This design comes from an exercise in tuning for small area on the open sky130 flow, not from production work.
No functional check of the RTL was part of this run.
Power is estimated from default activity; no workload was simulated.

==> flow/design.v <==
module multi_colour_bbox #(
  parameter int          IMAGE_W      = 640,
  parameter int          IMAGE_H      = 480,
  parameter int          NUM_COL      = 3,
  parameter int          MSG_INTERVAL = 6,
  parameter int          FIFO_DEPTH   = 64,
  parameter int          MIN_PIX      = 16,
  parameter logic [23:0] BB_COL_DEF   = 24'h00ff00
) (
  input  logic        clk,
  input  logic        reset_n,
  input  logic        s_chipselect,
  input  logic        s_read,
  input  logic        s_write,
  input  logic [3:0]  s_address,
  input  logic [31:0] s_writedata,
  output logic [31:0] s_readdata,
  input  logic [23:0] sink_data,
  input  logic        sink_valid,
  input  logic        sink_sop,
  input  logic        sink_eop,
  output logic        sink_ready,
  output logic [23:0] source_data,
  output logic        source_valid,
  output logic        source_sop,
  output logic        source_eop,
  input  logic        source_ready,
  input  logic        mode
);
  localparam int AW = $clog2(FIFO_DEPTH);
  localparam int WPC = 2;
  typedef enum logic [2:0] {IDLE, HDR, BOXA, BOXB} st_t;
  localparam int BURST = 1 + WPC * NUM_COL;
  logic [23:0] r_min [NUM_COL];
  logic [23:0] r_max [NUM_COL];
  logic [23:0] r_bb_col;
  logic [7:0]  r_status;
  logic        r_video;
  logic [10:0] r_x, r_y;
  logic [10:0] r_sxmin [NUM_COL];
  logic [10:0] r_sxmax [NUM_COL];
  logic [10:0] r_symin [NUM_COL];
  logic [10:0] r_symax [NUM_COL];
  logic [19:0] r_scnt  [NUM_COL];
  logic [10:0] w_nxmin [NUM_COL];
  logic [10:0] w_nxmax [NUM_COL];
  logic [10:0] w_nymin [NUM_COL];
  logic [10:0] w_nymax [NUM_COL];
  logic [19:0] w_ncnt  [NUM_COL];
  logic [10:0] r_lxmin [NUM_COL];
  logic [10:0] r_lxmax [NUM_COL];
  logic [10:0] r_lymin [NUM_COL];
  logic [10:0] r_lymax [NUM_COL];
  logic [19:0] r_lcnt  [NUM_COL];
  logic [NUM_COL-1:0] r_lvalid;
  logic [31:0] r_mem [FIFO_DEPTH];
  logic [AW-1:0] r_wptr, r_rptr;
  logic [AW:0]   r_used, w_free;
  st_t         r_state;
  logic [1:0]  r_k;
  logic [7:0]  r_fid;
  logic [15:0] r_fcnt;
  logic        r_rd1_d;
  logic        w_acc, w_vid_sop, w_vid_pix, w_vid_eop;
  logic [NUM_COL-1:0] w_match;
  logic        w_edge, w_hit;
  logic [23:0] w_hcol, w_pix;
  logic [7:0]  w_grey;
  logic        w_rd1, w_pop, w_push, w_flush, w_start, w_last_k;
  logic [31:0] w_word, w_rdata;
  logic        w_unused;
  assign w_unused = ^s_writedata[31:24];
  function automatic logic in_win(input logic [23:0] d,
                                  input logic [23:0] mn,
                                  input logic [23:0] mx);
    in_win = (d[23:16] >= mn[23:16]) && (d[23:16] <= mx[23:16]) &&
           (d[15:8]  >= mn[15:8])  && (d[15:8]  <= mx[15:8])  &&
           (d[7:0]   >= mn[7:0])   && (d[7:0]   <= mx[7:0]);
  endfunction
  assign sink_ready = source_ready | ~source_valid;
  assign w_acc      = sink_valid & sink_ready;
  assign w_vid_sop  = w_acc & sink_sop & (sink_data[3:0] == 4'h0);
  assign w_vid_pix  = w_acc & ~sink_sop & r_video;
  assign w_vid_eop  = w_vid_pix & sink_eop;
  always_comb begin
    for (int k = 0; k < NUM_COL; k++) begin
      w_match[k] = in_win(sink_data, r_min[k], r_max[k]);
      w_nxmin[k] = r_sxmin[k];
      w_nxmax[k] = r_sxmax[k];
      w_nymin[k] = r_symin[k];
      w_nymax[k] = r_symax[k];
      w_ncnt[k]  = r_scnt[k];
      if (w_match[k]) begin
        if (r_x < r_sxmin[k]) w_nxmin[k] = r_x;
        if (r_x > r_sxmax[k]) w_nxmax[k] = r_x;
        if (r_y < r_symin[k]) w_nymin[k] = r_y;
        if (r_y > r_symax[k]) w_nymax[k] = r_y;
        if (r_scnt[k] != 20'hfffff) w_ncnt[k] = r_scnt[k] + 20'd1;
      end
    end
  end
  always_comb begin
    w_edge = 1'b0;
    for (int k = 0; k < NUM_COL; k++) begin
      if (r_lvalid[k] &&
          ((((r_x == r_lxmin[k]) || (r_x == r_lxmax[k])) &&
            (r_y >= r_lymin[k]) && (r_y <= r_lymax[k])) ||
           (((r_y == r_lymin[k]) || (r_y == r_lymax[k])) &&
            (r_x >= r_lxmin[k]) && (r_x <= r_lxmax[k]))))
        w_edge = 1'b1;
    end
    w_hit  = 1'b0;
    w_hcol = '0;
    for (int k = NUM_COL - 1; k >= 0; k--) begin
      if (w_match[k]) begin
        w_hit  = 1'b1;
        w_hcol = r_max[k];
      end
    end
    w_grey = {1'b0, sink_data[15:9]} + {2'b0, sink_data[23:18]} +
             {2'b0, sink_data[7:2]};
    w_pix  = sink_data;
    if (mode && r_video && !sink_sop) begin
      if (w_edge)     w_pix = r_bb_col;
      else if (w_hit) w_pix = w_hcol;
      else            w_pix = {3{w_grey}};
    end
  end
  always_ff @(posedge clk) begin
    if (!reset_n) begin
      source_valid <= 1'b0;
      source_sop   <= 1'b0;
      source_eop   <= 1'b0;
      source_data  <= '0;
    end else if (sink_ready) begin
      source_valid <= sink_valid;
      if (sink_valid) begin
        source_data <= w_pix;
        source_sop  <= sink_sop;
        source_eop  <= sink_eop;
      end
    end
  end
  always_ff @(posedge clk) begin
    if (!reset_n) begin
      r_video <= 1'b0;
      r_x     <= '0;
      r_y     <= '0;
    end else if (w_acc) begin
      if (sink_sop) begin
        r_video <= (sink_data[3:0] == 4'h0);
        r_x     <= '0;
        r_y     <= '0;
      end else if (r_x == 11'(IMAGE_W - 1)) begin
        r_x <= '0;
        r_y <= r_y + 11'd1;
      end else begin
        r_x <= r_x + 11'd1;
      end
    end
  end
  always_ff @(posedge clk) begin
    if (!reset_n || w_vid_sop) begin
      for (int k = 0; k < NUM_COL; k++) begin
        r_sxmin[k] <= 11'(IMAGE_W - 1);
        r_symin[k] <= 11'(IMAGE_H - 1);
        r_sxmax[k] <= '0;
        r_symax[k] <= '0;
        r_scnt[k]  <= '0;
      end
    end else if (w_vid_pix) begin
      for (int k = 0; k < NUM_COL; k++) begin
        r_sxmin[k] <= w_nxmin[k];
        r_sxmax[k] <= w_nxmax[k];
        r_symin[k] <= w_nymin[k];
        r_symax[k] <= w_nymax[k];
        r_scnt[k]  <= w_ncnt[k];
      end
    end
  end
  always_ff @(posedge clk) begin
    if (!reset_n) begin
      r_lvalid <= '0;
      for (int k = 0; k < NUM_COL; k++) begin
        r_lxmin[k] <= '0;
        r_lxmax[k] <= '0;
        r_lymin[k] <= '0;
        r_lymax[k] <= '0;
        r_lcnt[k]  <= '0;
      end
    end else if (w_vid_eop) begin
      for (int k = 0; k < NUM_COL; k++) begin
        r_lxmin[k]  <= w_nxmin[k];
        r_lxmax[k]  <= w_nxmax[k];
        r_lymin[k]  <= w_nymin[k];
        r_lymax[k]  <= w_nymax[k];
        r_lcnt[k]   <= w_ncnt[k];
        r_lvalid[k] <= (w_ncnt[k] >= 20'(MIN_PIX));
      end
    end
  end
  always_ff @(posedge clk) begin
    if (!reset_n) begin
      r_status <= '0;
      r_bb_col <= BB_COL_DEF;
      for (int k = 0; k < NUM_COL; k++) begin
        r_min[k] <= 24'hffffff;
        r_max[k] <= 24'h000000;
      end
    end else if (s_chipselect && s_write) begin
      if (s_address == 4'd0) r_status <= s_writedata[7:0] & 8'hef;
      if (s_address == 4'd3) r_bb_col <= s_writedata[23:0];
      for (int k = 0; k < NUM_COL; k++) begin
        if (s_address == 4'(4 + 2 * k)) r_min[k] <= s_writedata[23:0];
        if (s_address == 4'(5 + 2 * k)) r_max[k] <= s_writedata[23:0];
      end
    end
  end
  always_comb begin
    w_rdata = '0;
    case (s_address)
      4'd0: w_rdata = {16'b0, 8'(r_used), r_status};
      4'd1: if (r_used != '0) w_rdata = r_mem[r_rptr];
      4'd2: w_rdata = 32'h1234EEE3;
      4'd3: w_rdata = {8'b0, r_bb_col};
      default: ;
    endcase
    for (int k = 0; k < NUM_COL; k++) begin
      if (s_address == 4'(4 + 2 * k)) w_rdata = {8'b0, r_min[k]};
      if (s_address == 4'(5 + 2 * k)) w_rdata = {8'b0, r_max[k]};
    end
  end
  always_ff @(posedge clk) begin
    if (!reset_n)                    s_readdata <= '0;
    else if (s_chipselect && s_read) s_readdata <= w_rdata;
  end
  assign w_rd1    = s_chipselect & s_read & (s_address == 4'd1);
  assign w_flush  = s_chipselect & s_write & (s_address == 4'd0) &
                    s_writedata[4];
  assign w_pop    = w_rd1 & ~r_rd1_d & (r_used != '0) & ~w_flush;
  assign w_push   = (r_state != IDLE) & ~w_flush;
  assign w_free   = (AW + 1)'(FIFO_DEPTH) - r_used;
  assign w_start  = w_vid_eop & (r_fcnt == '0) & (r_state == IDLE) &
                    (w_free >= (AW + 1)'(BURST)) & ~w_flush;
  assign w_last_k = (r_k == 2'(NUM_COL - 1));
  always_comb begin
    w_word = '0;
    case (r_state)
      HDR:  w_word = {16'h4D42, r_fid, 4'h0, 4'(NUM_COL)};
      BOXA: w_word = {r_lvalid[r_k], 1'b0, r_k, 1'b0, r_lxmin[r_k],
                      5'b0, r_lymin[r_k]};
      BOXB: w_word = {5'b0, r_lxmax[r_k], 5'b0, r_lymax[r_k]};
      default: w_word = '0;
    endcase
  end
  always_ff @(posedge clk) begin
    if (w_push) r_mem[r_wptr] <= w_word;
  end
  always_ff @(posedge clk) begin
    if (!reset_n) begin
      r_state <= IDLE;
      r_k     <= '0;
      r_fid   <= '0;
      r_fcnt  <= '0;
      r_wptr  <= '0;
      r_rptr  <= '0;
      r_used  <= '0;
      r_rd1_d <= 1'b0;
    end else begin
      r_rd1_d <= w_rd1;
      if (w_start)                         r_fcnt <= 16'(MSG_INTERVAL - 1);
      else if (w_vid_eop && r_fcnt != '0)  r_fcnt <= r_fcnt - 16'd1;
      if (w_flush) begin
        r_state <= IDLE;
        r_k     <= '0;
        r_wptr  <= '0;
        r_rptr  <= '0;
        r_used  <= '0;
      end else begin
        if (w_push) r_wptr <= r_wptr + 1'b1;
        if (w_pop)  r_rptr <= r_rptr + 1'b1;
        r_used <= r_used + {{AW{1'b0}}, w_push} - {{AW{1'b0}}, w_pop};
        case (r_state)
          IDLE: if (w_start) r_state <= HDR;
          HDR: begin
            r_state <= BOXA;
            r_k     <= '0;
            r_fid   <= r_fid + 8'd1;
          end
          BOXA: r_state <= BOXB;
          BOXB: begin
            r_state <= w_last_k ? IDLE : BOXA;
            r_k     <= r_k + 2'd1;
          end
          default: r_state <= IDLE;
        endcase
      end
    end
  end
endmodule
==> flow/run.sh <==
#!/bin/bash
# synth_recipe.tcl (not shown) runs the flow's synth.tcl, then flattens the netlist and writes it again
# the make line also repeats each setting of config.mk as NAME=value (left out here)
make -C /OpenROAD-flow-scripts/flow DESIGN_CONFIG=/design/flow/config.mk WORK_HOME=/design/flow/orfs CLKGATE_MAP_FILE= SYNTH_SCRIPT=/design/flow/synth_recipe.tcl finish
==> flow/config.mk <==
export PLATFORM = sky130hd
export DESIGN_NAME = multi_colour_bbox
export DESIGN_NICKNAME = multi_colour_bbox
export VERILOG_FILES = /design/flow/design.v
export SDC_FILE = /design/flow/constraint.sdc
export NUM_CORES = 4
export LEC_CHECK = 0
export CAP_MARGIN = 20
export CORE_MARGIN = 2
export CORE_UTILIZATION = 40
export SLEW_MARGIN = 20
==> flow/constraint.sdc <==
create_clock -name core_clock -period 10.0 [get_ports {clk}]
set_input_delay 2.0000 -clock core_clock [delete_from_list [all_inputs] [get_ports {clk}]]
set_output_delay 2.0000 -clock core_clock [all_outputs]
set_load 0.01 [all_outputs]
==> results.py <==
metrics = {
    "grt": {
        "grt_max_degree": 121,
        "overflow": 0,
        "grt_util_all_layers_pct": 22.6,
        "grt_pass1_wl_mm": 484,
        "grt-busiest-layer": "met2",
        "met3_usage_pct": 3.92,
        "met2_usage_pct": 36.4,
        "grt_pass1_vias": 69800,
        "antenna_found_initial": 8,
        "gr-usage-met1_pct": 30.9,
    },
    "pwr": {
        "p_total_mw": 22.2,
        "p_switching_mw": 4.68,
        "pwr-share-comb_pct": 2.8,
        "seq_power_share_pct": 52.2,
        "power_density_mw_per_mm2": 171,
        "p_clk_share_pct": 45.0,
        "cellLeakagePower_nw": 40.9,
        "p_int_mw": 17.5,
        "ir_worst_vdd_uv": 113,
        "swShare_pct": 21.1,
    },
    "timing": {
        "rsz0062_at_grt": "no",
        "worst_pin_slew_ns": 1.18,
        "slew_headroom_pct": 21.0,
        "setup_slack_ns": 3.45,
        "clock_skew_ns": 0.0859,
        "timing.final.max_slew_violations": 0,
        "whs_ns": 0.438,
        "fin_setup_tns_ns": 0,
        "setup_violations": 0,
        "period_minus_slack_ns": 6.55,
        "hold_viol": 0,
        "fmax_mhz": 153,
        "fin_crit_sh_pct": 65.5,
    },
    "worst_setup_path": {
        "cp.arrival_ns": 7.21,
        "cp_max_fo": 18,
        "max_stage_delay_ns": 0.85,
        "crit_slowest_cell": "and4_1",
        "critPathRequiredTime_ns": 10.66,
        "timing_worst_setup_path_type": "primary input to register",
        "worst_setup_path_end_kind": "register",
        "critical_path.cell_chain": "clkdlybuf4s50_1 > ha_1 > a21o_1 > a211oi_1 > and3_1 > o211a_1 > and4_1 > buf_4 > and4b_1 > and2_1 > mux2i_1 > nand2_1",
        "start_kind": "primary input",
    },
    "synth": {
        "synthArstFlopShare_pct": 0,
        "ys_ff_latch": 2621,
        "yosys_warnings": 18,
        "synthFlopType": "edfxtp_1",
        "synth_compound_area_share_pct": 7.56,
        "avgSynthCellArea_um2": 14.5,
        "synth_xor_area_share_pct": 0.819,
        "synth_edf_count": 1984,
        "synthCells": 7879,
        "ys_types": 79,
        "synth_top_family_by_area": "multiplexers",
        "seq_area_frac_synth_pct": 63.2,
        "syn_nets": 8389,
        "synthAdderAreaFrac_pct": 4.86,
        "synthMuxAreaShare_pct": 13.9,
        "synth_simple_gate_area_share_pct": 6.53,
        "netlist_area_mm2": 0.114,
    },
    "placement": {
        "gp_congestion": 0.955,
        "dp_hpwl_mm": 199,
        "placed_cells": 11500,
        "dp_slack_ns": 2.72,
        "port_buffers": 121,
        "dpl_cell_area_mm2": 0.121,
    },
    "die": {
        "row_count": 196,
        "die_w_um": 539,
        "coreArea_mm2": 0.285,
        "ios": 130,
        "initial_utilization_pct": 40.2,
        "die_area_mm2": 0.290,
        "die_h_um": 539,
    },
    "outcome": {
        "outcome": "timing/DRC/antenna clean",
    },
    "detailed_routing": {
        "ant_nets": 0,
        "drt_drc_violations_left": 0,
        "first_iter_violations": 7831,
        "wirelength_mm": 335,
        "via_per_inst": 5.91,
        "dr.pass1.iters": 7,
        "dr_total_vias": 71000,
        "wl_per_cell_um": 27.9,
    },
    "cells_and_area": {
        "utilization_pct": 45.5,
        "nets": 8537,
        "seq_area_mm2": 0.0723,
        "fin_area_mm2": 0.130,
        "final_common_cell": "edfxtp_1",
        "stdcell_count": 12000,
        "layout_common_cells": "edfxtp_1, dfxtp_1, mux4_2, nand2_1, a21oi_1",
        "area_growth_pct": 13.4,
        "fillers": 24700,
        "drive_gt1_share_pct": 16.6,
        "multi_input_area_mm2": 0.0395,
    },
    "worst_hold_path": {
        "hold_class": "register to register",
    },
    "clocking": {
        "cts_resized": 0,
        "clk_pin_slew_ns": 0.06,
        "root_buffer": "clkbuf_16",
        "cts-hold-fix-buffers": 0,
        "clockBufferDepth": 4,
        "tritoncts": "done",
        "cts_setup_buffers": 0,
        "cts_sinks": 2621,
        "cts_buffers": 283,
        "htree_levels": 5,
        "clk_latency_ns": 0.89,
    },
    "run": {
        "cap_violations": 0,
    },
}
[synth_stat cells (159+ instances only)]
| library cell | number | area, µm² |
|---|---|---|
| edfxtp_1 | 1984 | 59600 |
| mux2i_1 | 168 | 1680 |
| nand2_1 | 575 | 2160 |
| inv_1 | 425 | 1600 |
| nand3_1 | 159 | 796 |
| o21ai_0 | 294 | 1470 |
| dfxtp_1 | 637 | 12800 |
| a21oi_1 | 448 | 2240 |
| ha_1 | 432 | 5410 |
| clkbuf_1 | 321 | 1200 |
| nor2_1 | 430 | 1610 |
| mux4_2 | 625 | 14100 |
[power groups by stage]
stage	clock network, mW	logic, mW	registers (mW)
5_1_grt	10.6	0.661	11.6
3_5_place_dp	0	0.606	11.8
3_3_place_gp	0	0.595	11.8
2_1_floorplan	0	0.343	11.8
6_report	10.0	0.614	11.6
4_1_cts	10.2	0.609	11.6
[state kept, by name, indices dropped and copies added, names as in the netlist, 11 cells and up, named ones only]
name / flops
r_mem: 1984
r_max: 72
r_min: 72
r_scnt: 60
r_lxmax: 33
r_lxmin: 33
r_lymax: 33
r_lymin: 33
r_sxmax: 33
r_sxmin: 33
r_symax: 33
r_symin: 33
s_readdata: 31
r_bb_col: 24
source_data: 24
r_fcnt: 16
r_x: 11
r_y: 11
[worst paths after layout]
check / endpoint / slack [ns] / depth (start not counted) / startpoint
worst max-delay path: r_sxmin[2][0] / 3.45 / 12 / sink_data[14]
worst min-delay path: s_readdata[9] / 0.44 / 2 / s_readdata[9]
worst max register to register: s_readdata[23] / 4.81 / 8 / register
worst min register to register: s_readdata[9] / 0.44 / 2 / s_readdata[9]
[critical path, delay by kind of cell]
kind / cells / cell delay [ns]
buffers and inverters: 2 / 1.14
multiplexers: 1 / 0.26
AO/OA/AOI/OAI: 3 / 0.65
AND/OR/NAND/NOR: 5 / 2.58
adder cells (fa/ha/maj): 1 / 0.54
[cell type report]
type	count	share of cell area, %
Antenna cell	3	0.00578
Clock buffer	383	6.06
Clock inverter	114	0.668
Inverter	428	1.24
Multi-Input combinational cell	4361	30.4
Sequential cell	2621	55.7
Tap cell	3762	3.63
Timing Repair Buffer	332	2.23
[per-layer routing]
metal  share of wire, %  wire [µm]
met5              0.013         43
met2                 47     157000
met1                 42     140000
met4                3.5      11700
met3                7.7      25700
[logic make-up after synthesis]
kind of cell,count (synthesis)
xor+xnor,107
simple gates,1640
compound gates,1372
buf+inv,897
fa+ha+maj,440
mux,802
flops,2621

[what the ideal ports hide]
In the flow no input, the clock included, has a driving cell. The finished layout below was timed again as built, in two steps.
Step 1 sets driving cells, clkbuf_16 on the clock port and buf_2 on the other inputs (assumed; they add their load-dependent delay and slew).
Step 2 moves the port delays by t, midway between the first and last clock arrival at a register: inputs arrive t later, outputs are due t later. That takes back most of the time a late clock gives input paths.
Three values: ideal ports, drivers, drivers and shift; two values: the first two.
shift t [ns]: 0.943
slack for setup (ns): 3.446 / 3.513 / 2.570
latest minus earliest clock arrival (ns): 0.086 / 0.086
After both steps this run still meets setup and hold. For this run, drivers alone change the setup slack by +0.067 ns; drivers and shift together by -0.876 ns.
